Optimization exercise on an open flow, not production practice. RTL: at most simulated, not proved equivalent. Function not checked: runs 2 and 3. Power: default activity.

===== design/flow/config.mk =====
export PLATFORM = sky130hd
export DESIGN_NAME = multicycle_processor
export DESIGN_NICKNAME = multicycle_processor
export VERILOG_FILES = /design/flow/design.v
export SDC_FILE = /design/flow/constraint.sdc
export NUM_CORES = 4
export LEC_CHECK = 0
export ABC_CLOCK_PERIOD_IN_PS = 3500
export CAP_MARGIN = 20
export CORE_MARGIN = 2
export CORE_UTILIZATION = 35
export SETUP_SLACK_MARGIN = 5
export SLEW_MARGIN = 20

===== design/flow/constraint.sdc =====
create_clock -name core_clock -period 9.0 [get_ports {clk}]
set_input_delay 1.8000 -clock core_clock [delete_from_list [all_inputs] [get_ports {clk}]]
set_output_delay 1.8000 -clock core_clock [all_outputs]
set_load 0.01 [all_outputs]

===== design/flow/design.v =====
module multicycle_processor #(
    parameter int                DATA_W   = 32,
    parameter int                NUM_REGS = 16,
    parameter int                ADDR_W   = 32,
    parameter logic [ADDR_W-1:0] RESET_PC = '0
) (
    input  logic                   clk,
    input  logic                   reset,
    output logic                   imem_req,
    output logic [ADDR_W-1:0]      imem_addr,
    input  logic                   imem_ack,
    input  logic [31:0]            imem_rdata,
    output logic                   dmem_req,
    output logic                   dmem_we,
    output logic [ADDR_W-1:0]      dmem_addr,
    output logic [DATA_W-1:0]      dmem_wdata,
    input  logic                   dmem_ack,
    input  logic [DATA_W-1:0]      dmem_rdata,
    output logic                   retire,
    output logic                   halted
);
    typedef logic [DATA_W-1:0] word_t;
    logic              ireq_q, ireq_d;         
    logic [ADDR_W-1:0] fa_q, fa_d;             
    logic              retire_q, retire_d;
    logic              halted_q, halted_d;
    logic              z_q, z_d, n_q, n_d;
    logic              ev_q, ev_d;
    logic [31:0]       ir_q, ir_d;
    logic [3:0]        ra_q, ra_d;             
    logic [3:0]        rb_q, rb_d;             
    logic [15:0]       sa_q, sb_q;             
    logic [15:0]       rv_n;
    logic              pred_q, pred_d;         
    logic              xv_q, xv_d;
    logic              xalu_q, xld_q, xst_q, xwen_q;
    logic [1:0]        xarg_q;
    logic [3:0]        xwi_q;
    word_t             xa_q, xa_d, xb_q, xb_d;
    word_t             regs_q [16];
    logic [15:0]       rv_q;
    word_t  sum, alu_res, x_val;
    logic   z_alu, n_alu, x_mem, x_done, x_free, x_wr;
    always_comb begin
        sum = xa_q + (xarg_q[0] ? ~xb_q : xb_q) + word_t'(xarg_q[0]);
        unique case (xarg_q)
            2'b00, 2'b01: alu_res = sum;
            2'b10:        alu_res = xa_q & xb_q;
            default:      alu_res = xa_q | xb_q;
        endcase
        unique case (xarg_q)
            2'b00:   z_alu = ((xa_q ^ xb_q) == {(xa_q[DATA_W-2:0] | xb_q[DATA_W-2:0]), 1'b0});
            2'b01:   z_alu = (xa_q == xb_q);
            2'b10:   z_alu = ((xa_q & xb_q) == '0);
            default: z_alu = ((xa_q | xb_q) == '0);
        endcase
        n_alu = alu_res[DATA_W-1];
        x_mem  = xld_q || xst_q;
        x_done = !x_mem || dmem_ack;
        x_free = !xv_q || x_done;
        x_wr   = xv_q && x_done && xwen_q;
        x_val  = xalu_q ? alu_res : (xld_q ? dmem_rdata : xa_q);
    end
    logic [1:0]  e_op, e_arg;
    logic [3:0]  e_f;
    logic        e_alu, e_jmp, e_halt, e_limm, e_ld, e_st;
    word_t       rA_raw, rB_raw, rA, rB_sh, imm_w;
    logic        fwdA, fwdB, stall_sh, zf, nf, taken, redirect, e_go, e_free;
    logic        fetch_free, accept, halt_go;
    logic [ADDR_W-1:0] target, raddr, fa_inc, faddr;
    logic        w_pred, w_lfwd, zF_ok, zF, nF_ok, w_taken;
    assign e_op   = ir_q[31:30];
    assign e_arg  = ir_q[29:28];
    assign e_f    = ir_q[27:24];
    assign e_alu  = (e_op == 2'b11);
    assign e_jmp  = (e_op == 2'b10);
    assign e_halt = (e_op == 2'b01);
    assign e_limm = (e_op == 2'b00) && (e_arg == 2'b01);
    assign e_ld   = (e_op == 2'b00) && (e_arg == 2'b00);
    assign e_st   = (e_op == 2'b00) && (e_arg == 2'b10);
    assign imm_w  = DATA_W'(ir_q[23:0]);
    always_comb begin
        rA_raw = '0;
        rB_raw = '0;
        for (int i = 0; i < 16; i++) begin
            if (sa_q[i]) rA_raw = rA_raw | regs_q[i];
            if (sb_q[i]) rB_raw = rB_raw | regs_q[i];
        end
        fwdA     = xv_q && xwen_q && (xwi_q == ra_q);
        fwdB     = xv_q && xwen_q && (xwi_q == rb_q);
        rA       = fwdA ? x_val : rA_raw;
        rB_sh    = rB_raw << (e_alu ? e_f : 4'd0);
        stall_sh = (fwdB && e_alu && (e_f != 4'd0)) ||
                   (fwdA && xalu_q && e_jmp && !e_f[0] && !pred_q);
        xa_d     = e_limm ? imm_w : rA;
        xb_d     = fwdB ? x_val : rB_sh;
        zf = (xv_q && xalu_q) ? z_alu : z_q;
        nf = (xv_q && xalu_q) ? n_alu : n_q;
        unique case (e_arg)
            2'b00:   taken = 1'b1;
            2'b01:   taken = zf;
            2'b10:   taken = ~zf;
            default: taken = nf;
        endcase
        target   = e_f[0] ? ADDR_W'(ir_q[23:0]) :
                   ADDR_W'(fwdA ? (xld_q ? dmem_rdata : xa_q) : rA_raw);
        redirect = e_jmp && (taken != pred_q);
        raddr    = pred_q ? fa_q : target;
        fetch_free = !imem_req || imem_ack;
        e_go    = ev_q && !e_halt && x_free && !stall_sh && (!e_jmp || fetch_free);
        halt_go = ev_q && e_halt && x_free;
        e_free  = !ev_q || e_go;
        accept  = imem_req && imem_ack && e_free && !(e_go && redirect);
        faddr   = (ev_q && e_jmp && pred_q) ? ADDR_W'(ir_q[23:0]) : fa_q;
        fa_inc  = faddr + ADDR_W'(1);
        w_lfwd  = (imem_rdata[31:30] == 2'b10) && !imem_rdata[24] &&
                  ev_q && e_limm && (imem_rdata[19:16] == e_f);
        zF_ok = !(ev_q && e_alu);
        zF    = zf;
        nF_ok = !(ev_q && e_alu) && !(xv_q && xalu_q);
        unique case (imem_rdata[29:28])
            2'b00:   w_taken = 1'b1;
            2'b01:   w_taken = zF_ok ? zF : 1'b1;
            2'b10:   w_taken = zF_ok ? ~zF : 1'b1;
            default: w_taken = nF_ok ? n_q : 1'b0;
        endcase
        w_pred  = (imem_rdata[31:30] == 2'b10) && (imem_rdata[24] || w_lfwd) && w_taken;
    end
    always_comb begin
        fa_d     = fa_q;
        ev_d     = ev_q;
        ir_d     = ir_q;
        ra_d     = ra_q;
        rb_d     = rb_q;
        pred_d   = pred_q;
        xv_d     = xv_q;
        halted_d = halted_q || halt_go;
        retire_d = xv_q && x_done;
        z_d      = z_q;
        n_d      = n_q;
        if (xv_q && xalu_q) begin
            z_d = z_alu;
            n_d = n_alu;
        end
        if (e_go && redirect) begin
            fa_d = raddr;
            ev_d = 1'b0;
        end else if (accept) begin
            ev_d   = 1'b1;
            fa_d   = fa_inc;
            pred_d = w_pred;
        end else if (e_go || halt_go) begin
            ev_d = 1'b0;
        end
        if (imem_ack && e_free) begin
            ir_d  = w_lfwd ? {imem_rdata[31:25], 1'b1, ir_q[23:0]} : imem_rdata;
            ra_d  = (imem_rdata[31:30] == 2'b11) ? imem_rdata[11:8] : imem_rdata[19:16];
            rb_d  = (imem_rdata[31:30] == 2'b11) ? imem_rdata[3:0]  : imem_rdata[27:24];
        end
        ireq_d = !halted_d && !(ev_d && ir_d[31:30] == 2'b01);
        rv_n = rv_q;
        if (x_wr) rv_n[xwi_q] = 1'b1;
        if (e_go)        xv_d = 1'b1;
        else if (x_done) xv_d = 1'b0;
    end
    always_ff @(posedge clk) begin
        ir_q   <= ir_d;
        ra_q   <= ra_d;
        rb_q   <= rb_d;
        pred_q <= pred_d;
        for (int i = 0; i < 16; i++) begin
            sa_q[i] <= (ra_d == 4'(i)) && rv_n[i];
            sb_q[i] <= (rb_d == 4'(i)) && rv_n[i];
        end
    end
    always_ff @(posedge clk) begin
        if (e_go) begin
            xalu_q <= e_alu;
            xld_q  <= e_ld;
            xst_q  <= e_st;
            xwen_q <= e_alu || e_ld || e_limm || (e_op == 2'b00 && e_arg == 2'b11);
            xwi_q  <= e_alu ? ir_q[19:16] : e_f;
            xarg_q <= e_arg;
            xa_q   <= xa_d;
            xb_q   <= xb_d;
        end
        for (int i = 0; i < 16; i++)
            if (x_wr && xwi_q == 4'(i)) regs_q[i] <= x_val;
    end
    always_ff @(posedge clk or negedge reset) begin
        if (!reset) begin
            ireq_q   <= 1'b0;
            fa_q     <= RESET_PC;
            retire_q <= 1'b0;
            halted_q <= 1'b0;
            z_q      <= 1'b0;
            n_q      <= 1'b0;
            ev_q     <= 1'b0;
            xv_q     <= 1'b0;
            rv_q     <= '0;
        end else begin
            ireq_q   <= ireq_d;
            fa_q     <= fa_d;
            retire_q <= retire_d;
            halted_q <= halted_d;
            z_q      <= z_d;
            n_q      <= n_d;
            ev_q     <= ev_d;
            xv_q     <= xv_d;
            if (x_wr) rv_q[xwi_q] <= 1'b1;
        end
    end
    assign imem_req   = ireq_q;
    assign imem_addr  = faddr;
    assign dmem_req   = xv_q && x_mem;
    assign dmem_we    = xst_q;
    assign dmem_addr  = ADDR_W'(xa_q);
    assign dmem_wdata = xb_q;
    assign retire     = retire_q;
    assign halted     = halted_q;
endmodule

===== design/flow/flow/run.sh =====
#!/bin/bash
# The standard layout (standard.sh, all steps, the standard synthesis
# unchanged), except that the ports are buffered with the smallest buffer
# instead of the one buffer_ports picks by itself; timing repair resizes them
# where a path needs it.
set -euo pipefail
bash standard.sh "BUFFER_PORTS_ARGS=-buffer_cell sky130_fd_sc_hd__buf_1" finish > standard_flow.log 2>&1

===== design/flow/standard.sh =====
#!/bin/bash
# synth_recipe.tcl (not shown) runs the flow's synth.tcl, then flattens the netlist and writes it again
# the make line also repeats each setting of config.mk as NAME=value (left out here)
make -C /OpenROAD-flow-scripts/flow DESIGN_CONFIG=/design/flow/config.mk WORK_HOME=/design/flow/orfs CLKGATE_MAP_FILE= SYNTH_SCRIPT=/design/flow/synth_recipe.tcl "${@:-finish}"

==> impl_results.md, run 1 <==
* Status: timing/DRC/antenna clean
* Top post-synthesis cells by area: edfxtp_1 (50%), a221oi_1 (4.0%), a22o_1 (4.0%)
* Gpl congestion at 1.02
* Largest net degree at the start of global routing at 59
* Post-Synth XOR/XNOR Area at 2.88%
* CP Max Fanout at 7
* Ys flop type: edfxtp_1
* Arrival @ worst endpoint at 2220 ps
* LEAKAGE at 15.4 nW
* Unique masters post-synth at 77
* Sequential cell area fraction in the yosys report at 55.8%
* Gate Count Post-Synth at 3245
* CP startpoint kind: flop
* Vias post-DR at 31800
* 1st-pass router iterations at 6
* Clk_lat worst skew at 680 ps
* EDFF count, synth at 617
* RR Endpoint: fa_q[26]
* Worst slew pin tran at 1050 ps
* Power Density at 317 nW/um^2
* Vias in the first global route at 30400
* Worst hold path type: flop to flop
* Fin nets at 3597
* Initial Utilization at 35.3%
* Syn_area_per_cell at 11.4 um^2
* Peak supply drop at 0.000215 V
* Port buffer count at 168
* Share of cells above drive strength 1 at 12.4%
* Die Y at 330 um
* WL final at 157 mm
* Commonest non-fill, non-tap cell in the layout: edfxtp_1
* Adder-Cell Fraction of Synth Area at 3.52%
* Root Driver: clkbuf_16
* Chip width at 330 um
* Syn Nets at 3417
* Hold_buf cts at 0
* CORE AREA at 105000 um^2
* Crit-path max cell delay at 440 ps
* Post-synth ARST share at 7.70%
* Complex-gate fraction of the synthesized area at 19.8%
* Post-Syn Area at 37200 um^2
* Num ports at 169
* DIE AREA at 109000 um^2
* Htree depth at 3
* Slowest-stage cell, CP: edfxtp_1
* R2R setup slack at 5000 ps
* CP Capture Type: output port
* Synth Warn # at 2
* Max Clock Freq at 0.249 GHz
* Max Cap Viol at 0
* Hold endpoint: rv_q[5]
* Area share of the largest cell type after synthesis at 49.9%
* Initial DRC count at 5038
* DRC viols at 0
* Sink Count at 714
* CP cell instances: buf_12 -> nand4b_1 -> buf_4 -> clkbuf_16 -> mux2i_1 -> inv_1 -> buf_1
* WP data required at 7200 ps
* Final setup fails at 0
* Commonest cells after routing, fill and taps aside: edfxtp_1 (617), nand2_1 (267), a22oi_1 (184), a221oi_1 (168), a22o_1 (167)
* First-pass GRT wire length at 218 mm
* FP Rows at 119
* Initial antenna violation count at 3
* Tmin final at 4020 ps
* Routed Antenna Nets at 0
* Final Hold Fails at 0
* Max Buffers Root-to-Sink at 3
* Multiplexer area fraction after synthesis at 3.37%
* Vias per cell at 6.51
* CTS buffer count at 79
* Pwr Total at 13.7 mW
* Gr ovfl total at 0
* Clock slew at reported path FFs at 60 ps
* RSZ-0062 raised after global routing: yes
* Hold depth at 2
* Worst r2r path cells at 15
* Placed wire-length estimate at 94.9 mm
* Synth area leader: edfxtp_1
* Final Slew Violations at 0
* Post-Synth Simple-Gate Area at 11.0%
* Tcrit/Tclk final at 44.7%
* CP Class: flop to output port
* Hold Crit Start: rv_q[5]
* Final worst clock skew at 50.9 ps
* Post-Route Setup TNS at 0 ps
* Launching point of the worst reg2reg path: xarg_q[0]
* Area growth, synth to finish at 16.9%
* Slew margin rel. at 29.4%
* CTS tree: yes
* Largest family of logic cells by synthesized area: compound AO/OA/AOI/OAI gates
* Synth Register Bits at 714
* Wire per inst at 32.2 um
* Gr usage total at 27.8%
==> layout make-up <==
type                            count  area, um^2
Clock inverter                     52         558
Timing Repair Buffer              305        2020
Inverter                          143         548
Tap cell                         1391        1740
Timing Repair inverter              2        15.0
Fill cell                        9900       61800
Clock buffer                       92        2060
Multi-Input combinational cell   2180       15700
Antenna cell                        7        17.5
Sequential cell                   714       20800
==> worst max-delay path by stage <==
stage | startpoint | to | slack, ps
after floorplan | dmem_ack | regs_q[0][0] | 4980
after global placement | dmem_ack | fa_q[15] | 3730
after detailed placement | dmem_ack | fa_q[15] | 3630
after CTS | pred_q | imem_addr[7] | 4970
after global routing | xarg_q[0] | fa_q[6] | 4900
final | pred_q | imem_addr[13] | 4980
==> layer usage <==
layer / vias to the layer above / part of all wire, % / GRT usage, %
li1: 13100 / - / -
met4: 0 / 6.6 / 16.0
met1: 15600 / 36 / 35.0
met3: 550 / 13 / 7.10
met2: 2530 / 45 / 43.5
met5: - / 0 / 0
==> sequential cells by signal, indices dropped and copies added, names as in the netlist, 16 cells and up <==
signal  cells
rv_q       16
ir_q       32
sb_q       16
xa_q       32
fa_q       32
sa_q       16
regs_q    512
xb_q       32
==> repair_timing <==
| item | 4_1_cts | 5_1_grt |
|---|---|---|
| setup buffers | 11 | 27 |
| gates resized for setup | 66 | 93 |
| endpoints found under the setup margin | 306 | 195 |
| pin swaps | 10 | 23 |
| gates cloned | 4 | 7 |
==> worst max-delay path: cells and delay by family, from the launching register on <==
kind / cells / cell delay [ps]
and+or+nand+nor: 1 / 190
DFF: 1 / 440
buffers and inverters: 5 / 730
muxes: 1 / 220
==> where the power goes <==
part / switching, mW / internal, mW
Combinational: 3.77 / 1.89
Sequential: 0.417 / 4.42
Clock: 1.45 / 1.79
==> metrics by stage <==
step	cells	instance area [um^2]	hold slack (ps)	util (%)	setup slack, ps
2_1_floorplan	3245	37300	425	-	4980
3_3_place_gp	4685	39600	447	37.6	3730
3_5_place_dp	4686	39600	446	37.6	3630
4_1_cts	4845	42700	461	40.6	4970
5_1_grt	4879	43400	487	41.2	4900
6_report	4886	43400	461	41.3	4980
==> synthesized netlist by cell type, types with 103 or more instances <==
library cell and number:
a21oi_1 131, a221oi_1 168, a22o_1 168, a22oi_1 185, clkbuf_1 168, edfxtp_1 617
ha_1 103, inv_1 141, mux2i_1 124, nand2_1 274, nor2_1 155, o21ai_0 123
==> logic make-up after synthesis <==
| logic type | Yosys count |
|---|---|
| simple gates | 837 |
| buf+inv | 352 |
| flops | 714 |
| fa+ha+maj | 104 |
| mux | 125 |
| compound gates | 991 |
| xor+xnor | 122 |
Testbench counts, summed over its fixed seeds: cycles 76,259, instructions 72,675.
==> run 2: changes to the inputs <==
--- a/design/flow/design.v
+++ b/design/flow/design.v
@@ -33,2 +33,4 @@
     logic [15:0]       rv_n;
+    logic              pz_q, pz_d;             
+    logic              ze_q, ze_d;             
     logic              pred_q, pred_d;         
@@ -70,3 +72,4 @@
     logic [ADDR_W-1:0] target, raddr, fa_inc, faddr;
-    logic        w_pred, w_lfwd, zF_ok, zF, nF_ok, w_taken;
+    logic        w_pred, w_lfwd, zF_ok, zF, nF_ok, w_taken, zE, zE_ok, pred_e;
+    word_t       zA, zB;
     assign e_op   = ir_q[31:30];
@@ -106,4 +109,5 @@
                    ADDR_W'(fwdA ? (xld_q ? dmem_rdata : xa_q) : rA_raw);
-        redirect = e_jmp && (taken != pred_q);
-        raddr    = pred_q ? fa_q : target;
+        pred_e   = pz_q ? (ze_q ^ ir_q[29]) : pred_q;
+        redirect = e_jmp && (taken != pred_e);
+        raddr    = pred_e ? fa_q : target;
         fetch_free = !imem_req || imem_ack;
@@ -113,3 +117,3 @@
         accept  = imem_req && imem_ack && e_free && !(e_go && redirect);
-        faddr   = (ev_q && e_jmp && pred_q) ? ADDR_W'(ir_q[23:0]) : fa_q;
+        faddr   = (ev_q && e_jmp && pred_e) ? ADDR_W'(ir_q[23:0]) : fa_q;
         fa_inc  = faddr + ADDR_W'(1);
@@ -117,2 +121,11 @@
                   ev_q && e_limm && (imem_rdata[19:16] == e_f);
+        zA = fwdA ? (xld_q ? dmem_rdata : xa_q) : rA_raw;
+        zB = fwdB ? (xld_q ? dmem_rdata : xa_q) : rB_raw;
+        unique case (e_arg)
+            2'b00:   zE = ((zA ^ zB) == {(zA[DATA_W-2:0] | zB[DATA_W-2:0]), 1'b0});
+            2'b01:   zE = (zA == zB);
+            2'b10:   zE = ((zA & zB) == '0);
+            default: zE = ((zA | zB) == '0);
+        endcase
+        zE_ok = ev_q && e_alu && (e_f == 4'd0) && !(xalu_q && (fwdA || fwdB));
         zF_ok = !(ev_q && e_alu);
@@ -135,2 +148,4 @@
         pred_d   = pred_q;
+        pz_d     = pz_q;
+        ze_d     = ze_q;
         xv_d     = xv_q;
@@ -151,2 +166,5 @@
             pred_d = w_pred;
+            pz_d   = (imem_rdata[31:30] == 2'b10) && (imem_rdata[24] || w_lfwd) &&
+                     (imem_rdata[29] != imem_rdata[28]) && zE_ok;
+            ze_d   = zE;
         end else if (e_go || halt_go) begin
@@ -170,2 +188,4 @@
         pred_q <= pred_d;
+        pz_q   <= pz_d;
+        ze_q   <= ze_d;
         for (int i = 0; i < 16; i++) begin
==> impl_results.md, run 2 <==
* GR Util met3 at 6.83% (-0.28 points)
* Root Driver: clkbuf_16
* Final Slew Violations at 0 (unchanged)
* Vias in the first global route at 32100 (+5.7%)
* Initial Utilization at 35.2% (-0.10 points)
* Hold_buf cts at 0 (unchanged)
* Count leader, synth: edfxtp_1
* Tcrit/Tclk final at 46.9% (+2.3 points)
* List of most frequent post-synthesis cells: edfxtp_1 (619), a22oi_1 (347), nand2_1 (317)
* Post-route cell area at 46300 um^2 (+6.7%)
* Gpl congestion at 1.02 (-0.15%)
* Htree depth at 3 (unchanged)
* Initial antenna violation count at 6 (+3)
* Largest Register: regs_q
* Gate Count Post-Synth at 3570 (+10%)
* 1st-pass router iterations at 9 (+3)
* Placed Cells incl. Taps at 5100 (+8.8%)
* CP startpoint kind: flop
* Unique masters post-synth at 82 (+6.5%)
* Final non-filler cell total at 5342 (+9.3%)
* Tmin final at 4230 ps (+203 ps)
* EDFF count, synth at 619 (+0.32%)
* Clk_lat worst skew at 680 ps (about the same)
* Slew margin rel. at 15.8% (-14 points)
* WL final at 169 mm (+7.3%)
* Post-synth ARST share at 7.68% (-0.022 points)
* Port buffer count at 168 (unchanged)
* Worst path bufs/invs at 4 (-1)
* Max Clock Freq at 0.237 GHz (-4.8%)
* Syn Nets at 3806 (+11%)
* Final setup fails at 0 (unchanged)
* Area growth, synth to finish at 19.3%
* RSZ-0062 raised after global routing: yes
* Synth Register Bits at 716 (+0.28%)
* Largest register FFs at 512 (unchanged)
* CTS tree: yes
* CTS buffer count at 77 (-2.5%)
* Max Cap Viol at 0 (unchanged)
* FP Rows at 122 (+2.5%)
* Vias post-DR at 33800 (+6.3%)
* Commonest cells after routing, fill and taps aside: edfxtp_1 (619), a22oi_1 (342), nand2_1 (308), nor2_1 (194), inv_1 (182)
* Worst hold path type: flop to flop
* Dpl cell area at 41300 um^2 (+4.4%)
* CP dominant cell by count: buf_6
* Post-Syn Area at 38800 um^2 (+4.5%)
* DRC viols at 0 (unchanged)
* CP Capture Type: output port
* DIE AREA at 114000 um^2 (+4.5%)
* Hold WS at 460 ps (-1.21 ps)
* Peak supply drop at 0.000145 V (-32%)
* Area share of the largest cell type after synthesis at 47.9% (-2.0 points)
* WP data required at 7200 ps (about the same)
* Power Density at 370 nW/um^2 (+17%)
* GR peak layer: met2
* Initial DRC count at 5287 (+4.9%)
* Delay-heaviest family, CP: buffers and inverters
* Synth area leader: edfxtp_1
* Commonest non-fill, non-tap cell in the layout: edfxtp_1
* CP Max Fanout at 7 (unchanged)
* Share of cells above drive strength 1 at 14.8% (+2.4 points)
* Largest net degree at the start of global routing at 96 (+63%)
* Synth Warn # at 2 (unchanged)
* Gr usage total at 28.6% (+0.79 points)
* Max Buffers Root-to-Sink at 3 (unchanged)
* Syn_area_per_cell at 10.9 um^2 (-5.0%)
* Num ports at 169 (unchanged)
* Global Route met2 Usage at 46.2% (+2.7 points)
* LEAKAGE at 17.2 nW (+12%)
* Post-Route Setup TNS at 0 ps (unchanged)
* Routed Antenna Nets at 0 (unchanged)
* Sink Count at 716 (+0.28%)
* Slowest-stage cell, CP: edfxtp_1
* CP Class: flop to output port
* Arrival @ worst endpoint at 2430 ps (+210 ps)
* Chip width at 337 um (+2.2%)
* Gr ovfl total at 0 (unchanged)
* Die Y at 337 um (+2.2%)
* Clock slew at reported path FFs at 60 ps (about the same)
* Top post-synthesis cells by area: edfxtp_1 (48%), a22oi_1 (6.7%), ha_1 (5.4%)
* First-pass GRT wire length at 233 mm (+6.7%)
* Worst slew pin tran at 1260 ps (+211 ps)
* CORE AREA at 110000 um^2 (+4.8%)
* Status: timing/DRC/antenna clean
* CP cell instances: xnor2_2 -> a211oi_4 -> buf_6 -> buf_12 -> mux2i_4 -> inv_2 -> buf_6
* Final worst clock skew at 63.0 ps (+12.2 ps)
* Met1 Track Usage GR at 34.7% (-0.29 points)
* Final Hold Fails at 0 (unchanged)
* Crit-path max cell delay at 440 ps (about the same)
* Vias per cell at 6.33 (-2.7%)
* Fin util at 42.0% (+0.71 points)
* Fin nets at 4028 (+12%)
* Placed wire-length estimate at 106 mm (+11%)
* Ys flop type: edfxtp_1
* Wire per inst at 31.6 um (-1.9%)
* Sequential cell area fraction in the yosys report at 53.6% (-2.3 points)
==> run 2: cell families after synthesis <==
group / count (synthesis) / synth area share (%)
XOR/XNOR: 155 / 3.50
adder cells (fa/ha/maj): 168 / 5.43
AND/OR/NAND/NOR: 997 / 12.3
multiplexers: 89 / 2.31
flip-flops: 716 / 53.6
AO/OA/AOI/OAI: 1039 / 18.9
buffers and inverters: 406 / 4.03
==> run 2: report_power, final <==
group          internal [mW]  switching, mW
Clock                   2.03           1.43
Sequential              4.60          0.501
Combinational           2.97           5.62
==> run 2: timing repair <==
action,CTS,global route
pin swaps,15,45
buffers inserted,31,56
setup endpoints to repair,484,244
gates cloned,8,6
resized for setup,158,139
==> run 2: worst paths after layout <==
kind,startpoint,endpoint,slack [ps],cells after the start
max,ir_q[29],imem_addr[2],4770,7
min,rv_q[7],rv_q[7],460,2
max reg2reg,xarg_q[0],fa_q[29],4900,17
min reg2reg,rv_q[7],rv_q[7],460,2
max in group asynchronous,reset,n_q,7050,2
min in group asynchronous,reset,fa_q[26],1360,2
==> run 2: cell type report <==
type / count / area [um^2]
diodes: 1 / 2.50
repair inverters: 1 / 11.3
clock inverters: 54 / 764
fillers: 10500 / 64000
flip-flops and latches: 716 / 20800
clock buffers: 86 / 1990
inverters: 191 / 733
multi-input cells: 2448 / 17400
well taps: 1488 / 1860
repair buffers: 357 / 2690
==> run 2: metrics by stage <==
step           power [mW]  worst slack [ps]
2_1_floorplan        9.56              5000
3_5_place_dp         12.6              3880
4_1_cts              16.4              4790
5_1_grt              17.8              4710
3_3_place_gp         12.6              3870
6_report             17.1              4770
==> run 2: layer usage <==
metal / vias up / part of all wire, % / wire length (um)
li1: 14100 / - / -
met1: 16600 / 36 / 60400
met2: 2486 / 46 / 77200
met3: 598 / 11 / 19100
met4: 4 / 7.0 / 11800
met5: - / 0.018 / 30
==> run 2: worst min-delay path: stages (launching register included) <==
cell and delay (ps):
dfrtp_1 320, a21oi_1 60, inv_1 50
==> run 3: changes to the inputs <==
--- a/design/flow/design.v
+++ b/design/flow/design.v
@@ -34,3 +34,5 @@
     logic              pz_q, pz_d;             
-    logic              ze_q, ze_d;             
+    logic              zt_q, zt_d;             
+    logic              sa_j_q, sa_j_d;         
+    logic              sb_j_q, sb_j_d;         
     logic              pred_q, pred_d;         
@@ -109,3 +111,3 @@
                    ADDR_W'(fwdA ? (xld_q ? dmem_rdata : xa_q) : rA_raw);
-        pred_e   = pz_q ? (ze_q ^ ir_q[29]) : pred_q;
+        pred_e   = pz_q ? zt_q : pred_q;
         redirect = e_jmp && (taken != pred_e);
@@ -117,3 +119,3 @@
         accept  = imem_req && imem_ack && e_free && !(e_go && redirect);
-        faddr   = (ev_q && e_jmp && pred_e) ? ADDR_W'(ir_q[23:0]) : fa_q;
+        faddr   = (sa_j_q || (sb_j_q && zt_q)) ? ADDR_W'(ir_q[23:0]) : fa_q;
         fa_inc  = faddr + ADDR_W'(1);
@@ -123,9 +125,4 @@
         zB = fwdB ? (xld_q ? dmem_rdata : xa_q) : rB_raw;
-        unique case (e_arg)
-            2'b00:   zE = ((zA ^ zB) == {(zA[DATA_W-2:0] | zB[DATA_W-2:0]), 1'b0});
-            2'b01:   zE = (zA == zB);
-            2'b10:   zE = ((zA & zB) == '0);
-            default: zE = ((zA | zB) == '0);
-        endcase
-        zE_ok = ev_q && e_alu && (e_f == 4'd0) && !(xalu_q && (fwdA || fwdB));
+        zE    = (zA == zB);
+        zE_ok = ev_q && e_alu && (e_arg == 2'b01) && (e_f == 4'd0) && !(xalu_q && (fwdA || fwdB));
         zF_ok = !(ev_q && e_alu);
@@ -149,3 +146,5 @@
         pz_d     = pz_q;
-        ze_d     = ze_q;
+        zt_d     = zt_q;
+        sa_j_d   = sa_j_q;
+        sb_j_d   = sb_j_q;
         xv_d     = xv_q;
@@ -160,4 +159,6 @@
         if (e_go && redirect) begin
-            fa_d = raddr;
-            ev_d = 1'b0;
+            fa_d   = raddr;
+            ev_d   = 1'b0;
+            sa_j_d = 1'b0;
+            sb_j_d = 1'b0;
         end else if (accept) begin
@@ -168,5 +169,9 @@
                      (imem_rdata[29] != imem_rdata[28]) && zE_ok;
-            ze_d   = zE;
+            zt_d   = zE ^ imem_rdata[29];
+            sa_j_d = w_pred && !pz_d;
+            sb_j_d = pz_d;
         end else if (e_go || halt_go) begin
-            ev_d = 1'b0;
+            ev_d   = 1'b0;
+            sa_j_d = 1'b0;
+            sb_j_d = 1'b0;
         end
@@ -189,3 +194,3 @@
         pz_q   <= pz_d;
-        ze_q   <= ze_d;
+        zt_q   <= zt_d;
         for (int i = 0; i < 16; i++) begin
@@ -218,2 +223,4 @@
             ev_q     <= 1'b0;
+            sa_j_q   <= 1'b0;
+            sb_j_q   <= 1'b0;
             xv_q     <= 1'b0;
@@ -228,2 +235,4 @@
             ev_q     <= ev_d;
+            sa_j_q   <= sa_j_d;
+            sb_j_q   <= sb_j_d;
             xv_q     <= xv_d;
==> impl_results.md, run 3 <==
* Internal power at 8.67 mW (-9.6%)
* LEAKAGE at 15.9 nW (-7.9%)
* Commonest non-fill, non-tap cell in the layout: edfxtp_1
* Share of cells above drive strength 1 at 13.5% (-1.4 points)
* Placed Cells incl. Taps at 4802 (-5.8%)
* Top post-synthesis cells by area: edfxtp_1 (49%), a22oi_1 (5.8%), dfrtp_1 (3.8%)
* Post-synth ARST share at 7.94% (+0.26 points)
* Tmin final at 4200 ps (-28.8 ps)
* FP Rows at 120 (-1.6%)
* CTS tree: yes
* Initial antenna violation count at 4 (-2)
* Worst slew pin tran at 1240 ps (-22.7 ps)
* Routed Antenna Nets at 0 (unchanged)
* Sequential Power Share at 33.0% (+3.2 points)
* Vias in the first global route at 30800 (-4.1%)
* Area growth, synth to finish at 18.7%
* Port buffer count at 168 (unchanged)
* Synth area leader: edfxtp_1
* Max Cap Viol at 0 (unchanged)
* Initial DRC count at 5686 (+7.5%)
* DIE AREA at 110000 um^2 (-2.9%)
* RSZ-0062 raised after global routing: yes
* CP startpoint kind: flop
* WP data required at 9380 ps (+2180 ps)
* Unique masters post-synth at 79 (-3.7%)
* Peak supply drop at 0.000183 V (+26%)
* Synth Register Bits at 718 (+0.28%)
* Slew margin rel. at 17.3% (+1.5 points)
* Largest register FFs at 512 (unchanged)
* List of most frequent post-synthesis cells: edfxtp_1 (619), a22oi_1 (290), nand2_1 (236)
* Gate Count Post-Synth at 3338 (-6.5%)
* CP Max Fanout at 50 (+43)
* CORE AREA at 107000 um^2 (-3.1%)
* Die Y at 332 um (-1.5%)
* Htree depth at 3 (unchanged)
* Final Slew Violations at 0 (unchanged)
* Status: timing/DRC/antenna clean
* Worst hold path type: flop to flop
* Final setup fails at 0 (unchanged)
* DRC viols at 0 (unchanged)
* CTS buffer count at 79 (+2.6%)
* CP Capture Type: flop
* Vias per cell at 6.51 (+2.9%)
* Arrival @ worst endpoint at 4580 ps (+2150 ps)
* Clk pwr share at 22.0% (+1.8 points)
* Root Driver: clkbuf_16
* 1st-pass router iterations at 9 (unchanged)
* Final worst clock skew at 57.4 ps (-5.59 ps)
* First-pass GRT wire length at 223 mm (-4.2%)
* Switching pwr at 6.38 mW (-15%)
* Syn Nets at 3510 (-7.8%)
* Fin nets at 3724 (-7.5%)
* Final non-filler cell total at 5029 (-5.9%)
* WL final at 161 mm (-4.4%)
* Net Sw Frac at 42.4% (-1.6 points)
* Clk_lat worst skew at 660 ps (-20 ps)
* Post-Syn Area at 37700 um^2 (-3.0%)
* Gr usage total at 27.7% (-0.88 points)
* Chip width at 332 um (-1.5%)
* Max Clock Freq at 0.238 GHz (+0.69%)
* Final Hold Fails at 0 (unchanged)
* Gpl congestion at 1.02 (about the same)
* Vias post-DR at 32700 (-3.2%)
* Tcrit/Tclk final at 46.6% (-0.32 points)
* Max Buffers Root-to-Sink at 3 (unchanged)
* Gr ovfl total at 0 (unchanged)
* Area share of the largest cell type after synthesis at 49.3% (+1.5 points)
* Syn_area_per_cell at 11.3 um^2 (+3.8%)
* Commonest cells after routing, fill and taps aside: edfxtp_1 (619), a22oi_1 (290), nand2_1 (232), nor2_1 (216), buf_1 (165)
* Hold WS at 460 ps (+0.449 ps)
* Num ports at 169 (unchanged)
* Placed wire-length estimate at 98.1 mm (-7.0%)
* Count leader, synth: edfxtp_1
* Initial Utilization at 35.3% (+0.065 points)
* Synth Warn # at 2 (unchanged)
* Sequential cell area fraction in the yosys report at 55.3% (+1.8 points)
* Wire per inst at 32.0 um (+1.6%)
* EDFF count, synth at 619 (unchanged)
* Hold_buf cts at 0 (unchanged)
* Largest Register: regs_q
* Sink Count at 718 (+0.28%)
* Largest net degree at the start of global routing at 77 (-20%)
* Power Density at 337 nW/um^2 (-9.1%)
* Ys flop type: edfxtp_1
* CP Class: flop to flop
* Post-Route Setup TNS at 0 ps (unchanged)
* Logic pwr share at 45.0% (-5.1 points)
* DP Worst Slack at 3550 ps (-331 ps)
* Setup ws final at 4800 ps (+28.8 ps)
* # fillers at 10000 (-4.1%)
* Clock slew at reported path FFs at 60 ps (about the same)
==> run 3: layout make-up <==
class	count	area, um^2	share of cell area [%]
Sequential cell	718	20900	46.7
Multi-Input combinational cell	2273	16700	37.4
Timing Repair Buffer	336	2150	4.81
Clock buffer	101	2080	4.65
Tap cell	1403	1760	3.93
Clock inverter	47	568	1.27
Inverter	144	544	1.22
Antenna cell	7	17.5	0.0392
==> run 3: metrics by stage <==
step	instance area [um^2]	power, mW	util [%]
3_5_place_dp	40200	10.9	37.6
5_1_grt	44700	15.6	41.8
4_1_cts	43700	14.5	40.8
2_1_floorplan	37800	8.48	-
3_3_place_gp	40200	10.8	37.6
6_report	44700	15.1	41.8
==> run 3: logic make-up after synthesis <==
| kind of cell | share of synthesized area, % |
|---|---|
| mux | 3.66 |
| flops | 55.3 |
| buf+inv | 3.61 |
| compound gates | 18.9 |
| xor+xnor | 3.65 |
| fa+ha+maj | 3.47 |
| simple gates | 11.4 |
==> run 3: path summary, 6_finish.rpt <==
check                              start        to  slack [ps]  cells past startpoint
worst min register to register  rv_q[11]  rv_q[11]         460                      2
max in group asynchronous          reset   rv_q[3]        7070                      2
worst max register to register  xwi_q[0]      zt_q        4800                     12
min in group asynchronous          reset  fa_q[12]        1320                      2
worst max-delay path            xwi_q[0]      zt_q        4800                     12
worst min-delay path            rv_q[11]  rv_q[11]         460                      2
==> run 3: worst max-delay path, cell delays in order (launching register included) <==
cell	delay, ps
edfxtp_1	570
xor2_1	230
nor2_1	120
nand2_2	80
buf_4	350
buf_6	460
nand4_1	540
a21boi_1	400
xor2_1	240
nor4_1	230
nand4_1	130
nor2_1	420
xnor2_1	110
==> run 3: what timing repair did <==
| item | 4_1_cts | 5_1_grt |
|---|---|---|
| buffers inserted | 23 | 35 |
| gates resized for setup | 113 | 101 |
| setup endpoints to repair | 233 | 143 |
| pin swaps | 15 | 46 |
| gates cloned | 8 | 6 |
==> run 3: metal layers <==
metal,track usage [%],vias to the layer above,part of all wire [%]
met5,0,-,0
met4,14.0,0,6.2
met3,7.74,575,13
met2,44.0,2718,45
met1,34.7,16000,36
li1,-,13500,-
==> run 3: power groups by stage <==
stage | clock network (mW) | logic, mW | registers, mW
4_1_cts | 3.34 | 6.22 | 4.94
2_1_floorplan | 0 | 3.64 | 4.84
5_1_grt | 3.47 | 7.12 | 4.98
3_3_place_gp | 0 | 5.82 | 5.00
3_5_place_dp | 0 | 5.85 | 5.00
6_report | 3.32 | 6.77 | 4.97
==> run 4: changes to the inputs <==
--- a/design/flow/design.v
+++ b/design/flow/design.v
@@ -75,3 +75,2 @@
     logic        w_pred, w_lfwd, zF_ok, zF, nF_ok, w_taken, zE, zE_ok, pred_e;
-    word_t       zA, zB;
     assign e_op   = ir_q[31:30];
@@ -123,6 +122,5 @@
                   ev_q && e_limm && (imem_rdata[19:16] == e_f);
-        zA = fwdA ? (xld_q ? dmem_rdata : xa_q) : rA_raw;
-        zB = fwdB ? (xld_q ? dmem_rdata : xa_q) : rB_raw;
-        zE    = (zA == zB);
-        zE_ok = ev_q && e_alu && (e_arg == 2'b01) && (e_f == 4'd0) && !(xalu_q && (fwdA || fwdB));
+        zE    = fwdB ? (rA_raw == xa_q) : (rA_raw == rB_raw);
+        zE_ok = ev_q && e_alu && (e_arg == 2'b01) && (e_f == 4'd0) && !fwdA &&
+                !(fwdB && (xalu_q || xld_q));
         zF_ok = !(ev_q && e_alu);
--- a/design/flow/config.mk
+++ b/design/flow/config.mk
@@ -7,3 +7,2 @@
 export LEC_CHECK = 0
-export ABC_CLOCK_PERIOD_IN_PS = 3500
 export CAP_MARGIN = 20
==> impl_results.md, run 4 <==
* Htree depth at 3 (unchanged)
* Worst r2r path cells at 14 (+2)
* Worst hold path type: flop to flop
* Slew margin rel. at 21.4% (+4.1 points)
* Unique masters post-synth at 94 (+19%)
* Post-synth ARST share at 7.94% (unchanged)
* Placed wire-length estimate at 97.8 mm (-0.32%)
* CP startpoint kind: flop
* Commonest cells after routing, fill and taps aside: edfxtp_1 (619), nand2_1 (293), a22oi_1 (239), nor2_1 (199), buf_1 (167)
* Fin nets at 3744 (+0.54%)
* Num ports at 169 (unchanged)
* Area growth, synth to finish at 15.1%
* Root Driver: clkbuf_16
* Gate Count Post-Synth at 3416 (+2.3%)
* Hold_buf cts at 0 (unchanged)
* Commonest non-fill, non-tap cell in the layout: edfxtp_1
* DP Worst Slack at 3300 ps (-249 ps)
* DIE AREA at 112000 um^2 (+1.1%)
* Hold WS at 460 ps (+0.0540 ps)
* Tcrit/Tclk final at 45.2% (-1.5 points)
* Launching point of the worst reg2reg path: xarg_q[0]
* R2R setup slack at 4940 ps (+130 ps)
* Vias post-DR at 32200 (-1.5%)
* Crit path from: xarg_q[0]
* Die Y at 334 um (+0.57%)
* Power Density at 328 nW/um^2 (-2.7%)
* Sink Count at 718 (unchanged)
* EDFF count, synth at 619 (unchanged)
* RSZ-0062 raised after global routing: yes
* Post-Route Setup TNS at 0 ps (unchanged)
* Gpl congestion at 1.06 (+4.2%)
* Synth Warn # at 2 (unchanged)
* Gr ovfl total at 0 (unchanged)
* Tmin final at 4060 ps (-133 ps)
* DRC viols at 0 (unchanged)
* Chip width at 334 um (+0.57%)
* Initial Utilization at 35.2% (-0.085 points)
* Post-Syn Area at 38100 um^2 (+1.2%)
* Top post-synthesis cells by area: edfxtp_1 (49%), a22oi_1 (4.7%), dfrtp_1 (3.7%)
* Final Slew Violations at 0 (unchanged)
* CORE AREA at 108000 um^2 (+1.4%)
* WL final at 158 mm (-1.8%)
* Peak supply drop at 0.000148 V (-19%)
* Share of cells above drive strength 1 at 11.0% (-2.5 points)
* Final worst clock skew at 51.6 ps (-5.86 ps)
* Gr usage total at 27.4% (-0.38 points)
* Largest Register: regs_q
* RR Endpoint: regs_q[12][25]
* FP Rows at 121 (+0.83%)
* Routed Antenna Nets at 0 (unchanged)
* CP Max Fanout at 16 (-68%)
* Syn Nets at 3588 (+2.2%)
* Largest net degree at the start of global routing at 80 (+3.9%)
* Max Buffers Root-to-Sink at 3 (unchanged)
* Count leader, synth: edfxtp_1
* Final setup fails at 0 (unchanged)
* CP Capture Type: flop
* Ys flop type: edfxtp_1
* CTS buffer count at 79 (unchanged)
* Sequential cell area fraction in the yosys report at 54.7% (-0.63 points)
* Clk_lat worst skew at 670 ps (about the same)
* LEAKAGE at 15.7 nW (-1.4%)
* WP data required at 9380 ps (about the same)
* Setup ws final at 4940 ps (+133 ps)
* Final Hold Fails at 0 (unchanged)
* CP Class: flop to flop
* Port buffer count at 168 (unchanged)
* Status: timing/DRC/antenna clean
* Largest register FFs at 512 (unchanged)
* List of most frequent post-synthesis cells: edfxtp_1 (619), nand2_1 (296), a22oi_1 (239)
* CTS tree: yes
* Pwr Total at 14.4 mW (-4.5%)
* Worst slew pin tran at 1180 ps (-61.1 ps)
* # fillers at 10400 (+3.7%)
* Initial DRC count at 4999 (-12%)
* Max Clock Freq at 0.246 GHz (+3.3%)
* Initial antenna violation count at 2 (-2)
* Vias in the first global route at 30800 (-0.091%)
* Clock slew at reported path FFs at 60 ps (about the same)
* Area share of the largest cell type after synthesis at 48.8% (-0.56 points)
* 1st-pass router iterations at 6 (-3)
* Max Cap Viol at 0 (unchanged)
* Synth area leader: edfxtp_1
* Syn_area_per_cell at 11.2 um^2 (-1.2%)
* First-pass GRT wire length at 222 mm (-0.64%)
* Synth Register Bits at 718 (unchanged)
* Arrival @ worst endpoint at 4440 ps (-140 ps)
* Wire per inst at 31.3 um (-2.2%)
* Vias per cell at 6.38 (-1.9%)
* Worst setup path endpoint: regs_q[12][25]
==> run 4: cell types whose count changed after synthesis, moves of 16 or more <==
cell | before | now
nor2_1 | 220 | 204
a22oi_1 | 290 | 239
and4_1 | 2 | 22
o21ai_0 | 116 | 138
a211oi_1 | 17 | 47
o22ai_1 | 2 | 18
nand4_1 | 93 | 64
a22o_1 | 119 | 140
nand2_1 | 236 | 296
and2_1 | 32 | 48
a221oi_1 | 116 | 143
xor2_1 | 96 | 78
==> run 4: kinds of logic (layout without fill, tap and decap cells) <==
group                      after synthesis  in the layout  synth area share (%)
AOI/OAI and AO/OA                     1015           1016                  19.4
and+or+nand+nor                        930            931                  11.8
DFF                                    718            718                  54.7
buffers and inverters                  370            587                  3.78
xor gates and xnor gates               152            152                  3.49
muxes                                  127            127                  3.35
adders and majority gates              104            104                  3.43
other                                    0              2                     0
==> run 4: critical path, stage by stage, from the launching register on <==
cell and delay [ps]:
edfxtp_1 430, buf_12 180, xor2_1 160, ha_1 450, nand3_2 170, or3_1 370, a31o_1 230, nand3_4 120
o21ai_1 130, a31oi_2 370, or3_1 170, a21oi_1 80, o22ai_2 530, clkinvlp_4 180, buf_4 220
==> run 4: cell type report <==
cell class,instances,area [um^2],area share (%)
Sequential cell,718,20900,47.6
Multi-Input combinational cell,2330,16400,37.4
Clock buffer,100,2130,4.85
Tap cell,1414,1770,4.03
Timing Repair Buffer,289,1700,3.88
Inverter,153,593,1.35
Clock inverter,44,374,0.853
Timing Repair inverter,1,7.51,0.0171
Antenna cell,2,5.00,0.0114
==> run 4: how the worst min path moves through the flow <==
| stage | cells past startpoint | slack (ps) | from | endpoint |
|---|---|---|---|---|
| floorplan | 2 | 430 | rv_q[15] | rv_q[15] |
| global placement | 2 | 440 | rv_q[15] | rv_q[15] |
| detailed placement | 2 | 440 | rv_q[15] | rv_q[15] |
| CTS | 2 | 460 | rv_q[15] | rv_q[15] |
| global route | 2 | 480 | rv_q[15] | rv_q[15] |
| finish | 2 | 460 | rv_q[7] | rv_q[7] |
==> run 4: report_power, final <==
group,internal [mW],total [mW],switching (mW)
clock,1.75,3.15,1.40
sequential,4.54,5.00,0.463
combinational,2.02,6.22,4.21
==> run 4: stage by stage <==
step	utilization, %	cells	area (um^2)
2_1_floorplan	-	3416	38200
3_3_place_gp	37.2	4860	40400
3_5_place_dp	37.2	4860	40400
4_1_cts	40.0	5026	43300
5_1_grt	40.5	5050	43900
6_report	40.5	5051	43900
==> run 4: metal layers <==
metal  wire (um)  track usage (%)  share of wire [%]
met1       58000             34.3                 37
met2       69900             42.3                 44
met3       20200             7.46                 13
met4       10300             16.0                6.5
met5          16                0              0.010
==> run 4: repair_timing <==
item,4_1_cts,5_1_grt
gates resized for setup,47,70
endpoints found under the setup margin,314,214
gates cloned,2,3
pin swaps,10,15
buffers inserted,20,20
Testbench counts of run 4, summed over its fixed seeds: cycles 73,517, instructions 72,675.
==> run 5: changes to the inputs <==
--- a/design/flow/config.mk
+++ b/design/flow/config.mk
@@ -7,2 +7,3 @@
 export LEC_CHECK = 0
+export ABC_CLOCK_PERIOD_IN_PS = 3500
 export CAP_MARGIN = 20
==> impl_results.md, run 5 <==
* Die Y at 334 um (unchanged)
* RSZ-0062 raised after global routing: yes
* WP data required at 9380 ps (about the same)
* Placed wire-length estimate at 97.8 mm (unchanged)
* Count leader, synth: edfxtp_1
* Post-Route Setup TNS at 0 ps (unchanged)
* Largest net degree at the start of global routing at 80 (unchanged)
* Sequential cell area fraction in the yosys report at 54.7% (unchanged)
* Gpl congestion at 1.06 (unchanged)
* Final Slew Violations at 0 (unchanged)
* Htree depth at 3 (unchanged)
* Root Driver: clkbuf_16
* Final Hold Fails at 0 (unchanged)
* Vias per cell at 6.38 (unchanged)
* Peak supply drop at 0.000148 V (unchanged)
* Initial antenna violation count at 2 (unchanged)
* Commonest non-fill, non-tap cell in the layout: edfxtp_1
* Clk_lat worst skew at 670 ps (about the same)
* Gate Count Post-Synth at 3416 (unchanged)
* Fin nets at 3744 (unchanged)
* Synth area leader: edfxtp_1
* LEAKAGE at 15.7 nW (unchanged)
* Ys flop type: edfxtp_1
* WL final at 158 mm (unchanged)
* Commonest cells after routing, fill and taps aside: edfxtp_1 (619), nand2_1 (293), a22oi_1 (239), nor2_1 (199), buf_1 (167)
* Arrival @ worst endpoint at 4440 ps (about the same)
* Gr usage total at 27.4% (unchanged)
* Placed Cells incl. Taps at 4860 (unchanged)
* Vias in the first global route at 30800 (unchanged)
* Wire per inst at 31.3 um (unchanged)
* Slowest-stage cell, CP: o22ai_2
* Max Cap Viol at 0 (unchanged)
* Status: timing/DRC/antenna clean
* CTS buffer count at 79 (unchanged)
* Final non-filler cell total at 5051 (unchanged)
* Num ports at 169 (unchanged)
* Dpl cell area at 40400 um^2 (unchanged)
* Hold_buf cts at 0 (unchanged)
* Synth Register Bits at 718 (unchanged)
* Syn_area_per_cell at 11.2 um^2 (unchanged)
* CTS tree: yes
* Sink Count at 718 (unchanged)
* Worst path bufs/invs at 3 (unchanged)
* DIE AREA at 112000 um^2 (unchanged)
* 1st-pass router iterations at 6 (unchanged)
* Max Clock Freq at 0.246 GHz (unchanged)
* Vias post-DR at 32200 (unchanged)
* Max Buffers Root-to-Sink at 3 (unchanged)
* Slew margin rel. at 21.4% (unchanged)
* Initial DRC count at 4999 (unchanged)
* List of most frequent post-synthesis cells: edfxtp_1 (619), nand2_1 (296), a22oi_1 (239)
* Gr ovfl total at 0 (unchanged)
* Initial Utilization at 35.2% (unchanged)
* Post-synth ARST share at 7.94% (unchanged)
* Share of cells above drive strength 1 at 11.0% (unchanged)
* Synth Warn # at 2 (unchanged)
* CP cell instances: buf_12 -> xor2_1 -> ha_1 -> nand3_2 -> or3_1 -> a31o_1 -> nand3_4 -> o21ai_1 -> a31oi_2 -> or3_1 -> a21oi_1 -> o22ai_2 -> clkinvlp_4 -> buf_4
* Unique masters post-synth at 94 (unchanged)
* Post-Syn Area at 38100 um^2 (unchanged)
* Tcrit/Tclk final at 45.2% (unchanged)
* DRC viols at 0 (unchanged)
* Largest Register: regs_q
* Port buffer count at 168 (unchanged)
* CP dominant cell by count: or3_1
* Crit-path max cell delay at 530 ps (about the same)
* EDFF count, synth at 619 (unchanged)
* Worst slew pin tran at 1180 ps (unchanged)
* Area growth, synth to finish at 15.1% (unchanged)
* Clock slew at reported path FFs at 60 ps (about the same)
* First-pass GRT wire length at 222 mm (unchanged)
* Routed Antenna Nets at 0 (unchanged)
* CP Max Fanout at 16 (unchanged)
* Largest register FFs at 512 (unchanged)
* CP Class: flop to flop
* Power Density at 328 nW/um^2 (unchanged)
* CP startpoint kind: flop
* Tmin final at 4060 ps (unchanged)
* Delay-heaviest family, CP: compound AO/OA/AOI/OAI gates
* FP Rows at 121 (unchanged)
* Chip width at 334 um (unchanged)
* CP Capture Type: flop
* Final setup fails at 0 (unchanged)
* CORE AREA at 108000 um^2 (unchanged)
* Final worst clock skew at 51.6 ps (unchanged)
* Worst hold path type: flop to flop
* Syn Nets at 3588 (unchanged)
* Top post-synthesis cells by area: edfxtp_1 (49%), a22oi_1 (4.7%), dfrtp_1 (3.7%)
* Area share of the largest cell type after synthesis at 48.8% (unchanged)
* Post-route cell area at 43900 um^2 (unchanged)
==> run 5: cell families (layout without fill, tap and decap cells) <==
group	after synthesis	in the layout	synth area share [%]
AOI/OAI and AO/OA	1015	1016	19.4
xor gates and xnor gates	152	152	3.49
adders and majority gates	104	104	3.43
buffers and inverters	370	587	3.78
DFF	718	718	54.7
muxes	127	127	3.35
other	0	2	0
and+or+nand+nor	930	931	11.8
==> run 5: cell type report <==
| type | instances | area, um^2 |
|---|---|---|
| clock inverter | 44 | 374 |
| timing repair inverter | 1 | 7.51 |
| tap | 1414 | 1770 |
| multi-input combinational | 2330 | 16400 |
| fill | 10400 | 64500 |
| antenna | 2 | 5.00 |
| timing repair buffer | 289 | 1700 |
| sequential | 718 | 20900 |
| inverter | 153 | 593 |
| clock buffer | 100 | 2130 |
==> run 5: report_power, final <==
part	leakage [nW]	switching (mW)	internal (mW)
clock	1.21	1.40	1.75
sequential	6.68	0.463	4.54
combinational	7.77	4.21	2.02
==> run 5: per-stage QoR <==
| stage | total power, mW | hold slack [ps] | worst slack (ps) | utilization [%] |
|---|---|---|---|---|
| after floorplan | 8.43 | 425 | 4970 | - |
| after global placement | 10.6 | 443 | 3390 | 37.2 |
| after detailed placement | 10.6 | 444 | 3300 | 37.2 |
| after CTS | 13.9 | 459 | 4990 | 40.0 |
| after global routing | 14.9 | 479 | 4860 | 40.5 |
| final | 14.4 | 460 | 4940 | 40.5 |
==> run 5: worst paths after layout <==
check | startpoint | to | slack (ps) | cells after the start
max in group asynchronous | reset | rv_q[11] | 7100 | 2
min in group asynchronous | reset | fa_q[13] | 1310 | 2
min | rv_q[7] | rv_q[7] | 460 | 2
min reg2reg | rv_q[7] | rv_q[7] | 460 | 2
max | xarg_q[0] | regs_q[12][25] | 4940 | 14
max reg2reg | xarg_q[0] | regs_q[12][25] | 4940 | 14
==> run 5: routing by layer <==
layer | global-route usage, % | share of wire (%)
met1 | 34.3 | 37
met2 | 42.3 | 44
met3 | 7.46 | 13
met4 | 16.0 | 6.5
met5 | 0 | 0.010
==> run 5: worst min-delay path: stages (launching register included) <==
cell	delay [ps]
dfrtp_1	320
a21oi_1	60
inv_1	50
==> run 5: repair_timing <==
action	4_1_cts	5_1_grt
cloned	2	3
setup endpoints to repair	314	214
setup buffers	20	20
gates resized for setup	47	70
pin swaps	10	15
==> run 6: changes to the inputs <==
--- a/design/flow/config.mk
+++ b/design/flow/config.mk
@@ -11,2 +11,3 @@
 export CORE_UTILIZATION = 35
+export CTS_BUF_LIST = sky130_fd_sc_hd__clkbuf_4
 export SETUP_SLACK_MARGIN = 5
==> impl_results.md, run 6 <==
* Root Driver: clkbuf_4
* DRC viols at 0 (unchanged)
* Worst slew pin tran at 1160 ps (-18.7 ps)
* Final Slew Violations at 0 (unchanged)
* CP startpoint kind: flop
* Clock slew at reported path FFs at 60 ps (about the same)
* Max Buffers Root-to-Sink at 3 (unchanged)
* Crit path from: zt_q
* First-pass GRT wire length at 224 mm (+1.3%)
* Routed Antenna Nets at 0 (unchanged)
* Peak supply drop at 0.000127 V (-15%)
* Final non-filler cell total at 5266 (+4.3%)
* Largest net degree at the start of global routing at 80 (unchanged)
* Tmin final at 4310 ps (+248 ps)
* FP Rows at 121 (unchanged)
* Initial Utilization at 35.2% (unchanged)
* Synth Warn # at 2 (unchanged)
* Area share of the largest cell type after synthesis at 48.8% (unchanged)
* Gr ovfl total at 0 (unchanged)
* Placed Cells incl. Taps at 4860 (unchanged)
* CORE AREA at 108000 um^2 (unchanged)
* Post-Route Setup TNS at 0 ps (unchanged)
* Post-synth ARST share at 7.94% (unchanged)
* Complex-gate fraction of the synthesized area at 19.4% (unchanged)
* Vias in the first global route at 31800 (+3.6%)
* Vias per cell at 6.29 (-1.4%)
* Num ports at 169 (unchanged)
* Chip width at 334 um (unchanged)
* WL final at 161 mm (+1.8%)
* Hold_buf cts at 0 (unchanged)
* Syn Nets at 3588 (unchanged)
* CP Capture Type: output port
* Post-Syn Area at 38100 um^2 (unchanged)
* Tcrit/Tclk final at 47.9% (+2.8 points)
* Wire per inst at 30.6 um (-2.4%)
* Arrival @ worst endpoint at 2510 ps (-1930 ps)
* EDFF count, synth at 619 (unchanged)
* Power Density at 320 nW/um^2 (-2.3%)
* Worst r2r path cells at 18 (+4)
* 1st-pass router iterations at 8 (+2)
* Synth area leader: edfxtp_1
* Post-Synth Simple-Gate Area at 11.8% (unchanged)
* CP Max Fanout at 9 (-7)
* Final setup fails at 0 (unchanged)
* Final worst clock skew at 93.0 ps (+41.4 ps)
* Gr usage total at 27.8% (+0.41 points)
* Share of cells above drive strength 1 at 17.5% (+6.5 points)
* Ys flop type: edfxtp_1
* Die Y at 334 um (unchanged)
* Sequential cell area fraction in the yosys report at 54.7% (unchanged)
* Gpl congestion at 1.06 (unchanged)
* Adder-Cell Fraction of Synth Area at 3.43% (unchanged)
* Gate Count Post-Synth at 3416 (unchanged)
* Placed wire-length estimate at 97.8 mm (unchanged)
* Initial antenna violation count at 2 (unchanged)
* Top post-synthesis cells by area: edfxtp_1 (49%), a22oi_1 (4.7%), dfrtp_1 (3.7%)
* Slew margin rel. at 22.6% (+1.2 points)
* Syn_area_per_cell at 11.2 um^2 (unchanged)
* Launching point of the worst reg2reg path: xarg_q[0]
* Final Hold Fails at 0 (unchanged)
* Max Cap Viol at 0 (unchanged)
* Clk_lat worst skew at 1090 ps (+420 ps)
* Area growth, synth to finish at 16.6%
* Initial DRC count at 5011 (+0.24%)
* Commonest non-fill, non-tap cell in the layout: edfxtp_1
* Multiplexer area fraction after synthesis at 3.35% (unchanged)
* Worst hold path type: flop to flop
* Largest family of logic cells by synthesized area: compound AO/OA/AOI/OAI gates
* Fin nets at 3884 (+3.7%)
* RSZ-0062 raised after global routing: yes
* WP data required at 7200 ps (-2180 ps)
* Max Clock Freq at 0.232 GHz (-5.8%)
* Status: timing/DRC/antenna clean
* Htree depth at 4 (+1)
* Commonest cells after routing, fill and taps aside: edfxtp_1 (619), nand2_1 (283), clkbuf_4 (245), a22oi_1 (239), nor2_1 (194)
* Port buffer count at 168 (unchanged)
* Largest register FFs at 512 (unchanged)
* Count leader, synth: edfxtp_1
* List of most frequent post-synthesis cells: edfxtp_1 (619), nand2_1 (296), a22oi_1 (239)
* CTS buffer count at 181 (+130%)
* CTS tree: yes
* LEAKAGE at 16.1 nW (+2.8%)
* Largest Register: regs_q
* Synth Register Bits at 718 (unchanged)
* Vias post-DR at 33100 (+2.8%)
* Hold depth at 2 (unchanged)
* Unique masters post-synth at 94 (unchanged)
* Post-Synth XOR/XNOR Area at 3.49% (unchanged)
* Sink Count at 718 (unchanged)
* Hold Crit Start: rv_q[7]
* DIE AREA at 112000 um^2 (unchanged)
* CP Class: flop to output port
* Pwr Total at 14.2 mW (-1.0%)
* Fin util at 41.0% (+0.53 points)
==> run 6: cell counts after synthesis <==
No cell type changed its count.
==> run 6: critical path, cell delays in order, from the launching register on <==
cell and delay, ps:
edfxtp_1 440, a21oi_4 240, buf_12 210, mux2_2 400
buf_1 160
==> run 6: through the flow <==
step           setup slack, ps  area [um^2]  hold WS (ps)
3_5_place_dp              3300        40400           444
6_report                  4690        44500           460
4_1_cts                   4650        43500           460
3_3_place_gp              3390        40400           443
5_1_grt                   4620        44400           480
2_1_floorplan             4970        38200           425
==> run 6: per-layer routing <==
metal / GRT usage, % / vias to the layer above / wire length (um)
met1: 34.1 / 16100 / 58900
li1: - / 13900 / -
met2: 42.6 / 2525 / 70500
met3: 8.47 / 595 / 20200
met5: 0 / - / 0
met4: 17.5 / 0 / 11600
==> run 6: repair_timing <==
| item | CTS | global route |
|---|---|---|
| resized for setup | 119 | 116 |
| endpoints found under the setup margin | 323 | 241 |
| pin swaps | 18 | 28 |
| cloned | 7 | 7 |
| buffers inserted | 35 | 34 |
==> run 6: worst paths after layout <==
check / to / slack (ps)
setup / recovery: imem_addr[6] / 4690
hold / removal: rv_q[7] / 460
setup reg to reg: fa_q[9] / 4930
hold reg to reg: rv_q[7] / 460
max in group asynchronous: rv_q[0] / 7480
min in group asynchronous: fa_q[28] / 900
==> run 6: cell type report <==
class,count,area [um^2]
Timing Repair inverter,1,7.51
Timing Repair Buffer,325,2240
Antenna cell,4,10.0
Inverter,153,596
Clock buffer,245,1840
Tap cell,1414,1770
Fill cell,10400,63900
Sequential cell,718,20900
Clock inverter,74,338
Multi-Input combinational cell,2332,16800
==> run 6: logic make-up (layout without fill, tap and decap cells) <==
family          count (synthesis)  count (layout)
compound gates               1015            1017
simple gates                  930             932
flops                         718             718
buf+inv                       370             798
xor+xnor                      152             152
mux                           127             127
fa+ha+maj                     104             104
other cells                     0               4
==> run 6: report_power, final <==
group	internal (mW)	switching, mW
combinational	2.24	4.32
clock	1.28	1.38
sequential	4.53	0.484
total	8.05	6.18
==> run 7: changes to the inputs <==
--- a/design/flow/design.v
+++ b/design/flow/design.v
@@ -48,3 +48,3 @@
     always_comb begin
-        sum = xa_q + (xarg_q[0] ? ~xb_q : xb_q) + word_t'(xarg_q[0]);
+        sum = xa_q + xb_q + word_t'(xarg_q[0]);
         unique case (xarg_q)
@@ -56,3 +56,3 @@
             2'b00:   z_alu = ((xa_q ^ xb_q) == {(xa_q[DATA_W-2:0] | xb_q[DATA_W-2:0]), 1'b0});
-            2'b01:   z_alu = (xa_q == xb_q);
+            2'b01:   z_alu = ((xa_q ^ xb_q) == '1);
             2'b10:   z_alu = ((xa_q & xb_q) == '0);
@@ -99,3 +99,3 @@
         xa_d     = e_limm ? imm_w : rA;
-        xb_d     = fwdB ? x_val : rB_sh;
+        xb_d     = (fwdB ? x_val : rB_sh) ^ {DATA_W{e_alu && (e_arg == 2'b01)}};
         zf = (xv_q && xalu_q) ? z_alu : z_q;
--- a/design/flow/config.mk
+++ b/design/flow/config.mk
@@ -11,3 +11,2 @@
 export CORE_UTILIZATION = 35
-export CTS_BUF_LIST = sky130_fd_sc_hd__clkbuf_4
 export SETUP_SLACK_MARGIN = 5
==> impl_results.md, run 7 <==
* Status: timing/DRC/antenna clean
* Routed Antenna Nets at 0 (unchanged)
* R2R setup slack at 4990 ps (+60 ps)
* Post-synth ARST share at 7.94% (unchanged)
* CP Class: flop to flop
* Fin nets at 3637 (-6.4%)
* Ys flop type: edfxtp_1
* First-pass GRT wire length at 236 mm (+5.0%)
* CORE AREA at 107000 um^2 (-1.2%)
* Post-Syn Area at 37800 um^2 (-0.96%)
* Top post-synthesis cells by area: edfxtp_1 (49%), a22o_1 (3.9%), a221oi_1 (3.9%)
* Final non-filler cell total at 4965 (-5.7%)
* Commonest cells after routing, fill and taps aside: edfxtp_1 (619), nand2_1 (244), a22oi_1 (192), nor2_1 (185)
* Delay-heaviest family, CP: compound AO/OA/AOI/OAI gates
* Dpl cell area at 40200 um^2 (-0.47%)
* Tmin final at 4010 ps (-299 ps)
* Slowest-stage cell, CP: o221ai_2
* Initial Utilization at 35.3% (+0.10 points)
* Tcrit/Tclk final at 44.6% (-3.3 points)
* Hold WS at 465 ps (+5.21 ps)
* Largest register FFs at 512 (unchanged)
* Power Density at 288 nW/um^2 (-10%)
* Final setup fails at 0 (unchanged)
* Initial DRC count at 5422 (+8.2%)
* DRC viols at 0 (unchanged)
* Commonest non-fill, non-tap cell in the layout: edfxtp_1
* Wire per inst at 34.3 um (+12%)
* Unique masters post-synth at 92 (-2.1%)
* Post-route cell area at 43700 um^2 (-1.7%)
* LEAKAGE at 15.1 nW (-6.0%)
* Die Y at 332 um (-0.47%)
* CP Max Fanout at 4 (-5)
* Placed Cells incl. Taps at 4774 (-1.8%)
* CTS tree: yes
* Post-Route Setup TNS at 0 ps (unchanged)
* Count leader, synth: edfxtp_1
* Worst path bufs/invs at 4 (+2)
* CP Capture Type: flop
* Vias post-DR at 32700 (-1.4%)
* Gr ovfl total at 0 (unchanged)
* Final Hold Fails at 0 (unchanged)
* # fillers at 10200 (-2.1%)
* Launching point of the worst reg2reg path: xarg_q[0]
* Final worst clock skew at 45.1 ps (-47.9 ps)
* Final Slew Violations at 0 (unchanged)
* Peak supply drop at 0.000135 V (+6.6%)
* DIE AREA at 111000 um^2 (-0.94%)
* Num ports at 169 (unchanged)
* Chip width at 332 um (-0.47%)
* CP cell instances: buf_12 -> fa_2 -> inv_1 -> fa_1 -> nor2b_2 -> o31a_1 -> buf_4 -> o211ai_1 -> buf_4 -> a21oi_2 -> or3_1 -> xor2_1 -> o221ai_2 -> mux2i_1 -> xnor2_1
* RSZ-0062 raised after global routing: yes
* Synth Register Bits at 718 (unchanged)
* Area growth, synth to finish at 15.7%
* Arrival @ worst endpoint at 4340 ps (+1830 ps)
* Max Cap Viol at 0 (unchanged)
* Syn Nets at 3484 (-2.9%)
* Crit path from: xarg_q[0]
* CTS buffer count at 81 (-55%)
* Max Clock Freq at 0.249 GHz (+7.5%)
* 1st-pass router iterations at 8 (unchanged)
* Htree depth at 3 (-1)
* Worst hold path type: flop to flop
* Clk_lat worst skew at 670 ps (-420 ps)
* Placed wire-length estimate at 107 mm (+9.4%)
* Largest Register: regs_q
* Crit-path max cell delay at 500 ps (+60 ps)
* Vias in the first global route at 31100 (-2.4%)
* Hold Crit Start: rv_q[13]
* List of most frequent post-synthesis cells: edfxtp_1 (619), nand2_1 (247), nor2_1 (201)
* Root Driver: clkbuf_16
* Area share of the largest cell type after synthesis at 49.2% (+0.47 points)
* Gr usage total at 29.6% (+1.8 points)
* Port buffer count at 168 (unchanged)
* Share of cells above drive strength 1 at 11.9% (-5.6 points)
* CP startpoint kind: flop
* Worst slew pin tran at 1200 ps (+35.3 ps)
* Slew margin rel. at 20.3% (-2.4 points)
* Hold_buf cts at 0 (unchanged)
* EDFF count, synth at 619 (unchanged)
* FP Rows at 120 (-0.83%)
* Initial antenna violation count at 2 (unchanged)
* CP dominant cell by count: buf_4
* Vias per cell at 6.59 (+4.6%)
* Largest net degree at the start of global routing at 87 (+8.8%)
* Max Buffers Root-to-Sink at 3 (unchanged)
* WL final at 170 mm (+5.7%)
* Clock slew at reported path FFs at 70 ps (about the same)
* Synth Warn # at 2 (unchanged)
* Synth area leader: edfxtp_1
* Fin util at 40.8% (-0.20 points)
* Syn_area_per_cell at 11.3 um^2 (+1.3%)
* Gpl congestion at 1.03 (-2.5%)
* Sink Count at 718 (unchanged)
* Gate Count Post-Synth at 3341 (-2.2%)
* WP data required at 9330 ps (+2130 ps)
* Sequential cell area fraction in the yosys report at 55.2% (+0.53 points)
[run 7: changes by cell type after synthesis, moves of 23 or more]
| cell | previous run | this run |
|---|---|---|
| a22o_1 | 140 | 167 |
| nand2_1 | 296 | 247 |
| ha_1 | 103 | 73 |
| a22oi_1 | 239 | 193 |
| inv_1 | 151 | 126 |
| xor2_1 | 78 | 37 |
| a221oi_1 | 143 | 166 |
| nor3_1 | 74 | 107 |
| mux2i_1 | 122 | 99 |
[run 7: where the power goes]
part	internal [mW]	leakage (nW)	switching (mW)
Combinational	1.40	7.05	3.22
Clock	2.05	1.34	1.43
Sequential	4.24	6.73	0.248
[run 7: layout make-up]
class                      instances  area (um^2)  share of cell area, %
multi-input combinational       2263        16000                   36.7
tap                             1403         1760                   4.02
timing repair buffer             303         1730                   3.95
inverter                         127          484                   1.11
antenna                            3         7.51                 0.0172
clock buffer                     108         2270                   5.20
clock inverter                    40          504                   1.15
sequential                       718        20900                   47.8
[run 7: worst paths after layout]
path | end | cells after the start
worst max-delay path | xb_q[24] | 15
worst min-delay path | rv_q[13] | 2
worst max register to register | xb_q[24] | 15
worst min register to register | rv_q[13] | 2
max in group asynchronous | rv_q[11] | 2
min in group asynchronous | retire_q | 2
[run 7: what timing repair did]
action,CTS,global route
setup endpoints to repair,230,139
hold endpoints to repair,0,0
resized for setup,48,49
pin swaps,9,12
buffers inserted,15,24
cloned,0,1
[run 7: routing by layer]
layer	wire length, um	share of wire, %	track usage, %	up-vias
met5	8	0.0047	0	-
met4	12100	7.1	17.9	2
met3	22200	13	8.65	631
met2	73200	43	44.4	2656
met1	62800	37	37.7	16000
li1	-	-	-	13400
[run 7: kinds of logic after synthesis]
kind of cell / after synthesis / synth area share, %
compound gates: 1035 / 20.4
fa+ha+maj: 75 / 2.52
mux: 124 / 3.41
simple gates: 897 / 11.6
buf+inv: 360 / 3.77
xor+xnor: 132 / 3.06
flops: 718 / 55.2
[run 7: metrics by stage]
stage / setup WS (ps) / total power, mW
2_1_floorplan: 4940 / 6.93
3_3_place_gp: 3750 / 8.75
3_5_place_dp: 3710 / 8.73
4_1_cts: 4990 / 12.3
5_1_grt: 4900 / 12.9
6_report: 4990 / 12.6
[run 7: worst register-to-register path, stage by stage (launching register included)]
cell and delay, ps:
edfxtp_1 450, buf_12 170, fa_2 390, inv_1 90, fa_1 210, nor2b_2 70, o31a_1 320, buf_4 170
o211ai_1 150, buf_4 160, a21oi_2 100, or3_1 350, xor2_1 170, o221ai_2 500, mux2i_1 190, xnor2_1 210
Testbench counts of run 7, summed over its fixed seeds: cycles 73,517, instructions 72,675.
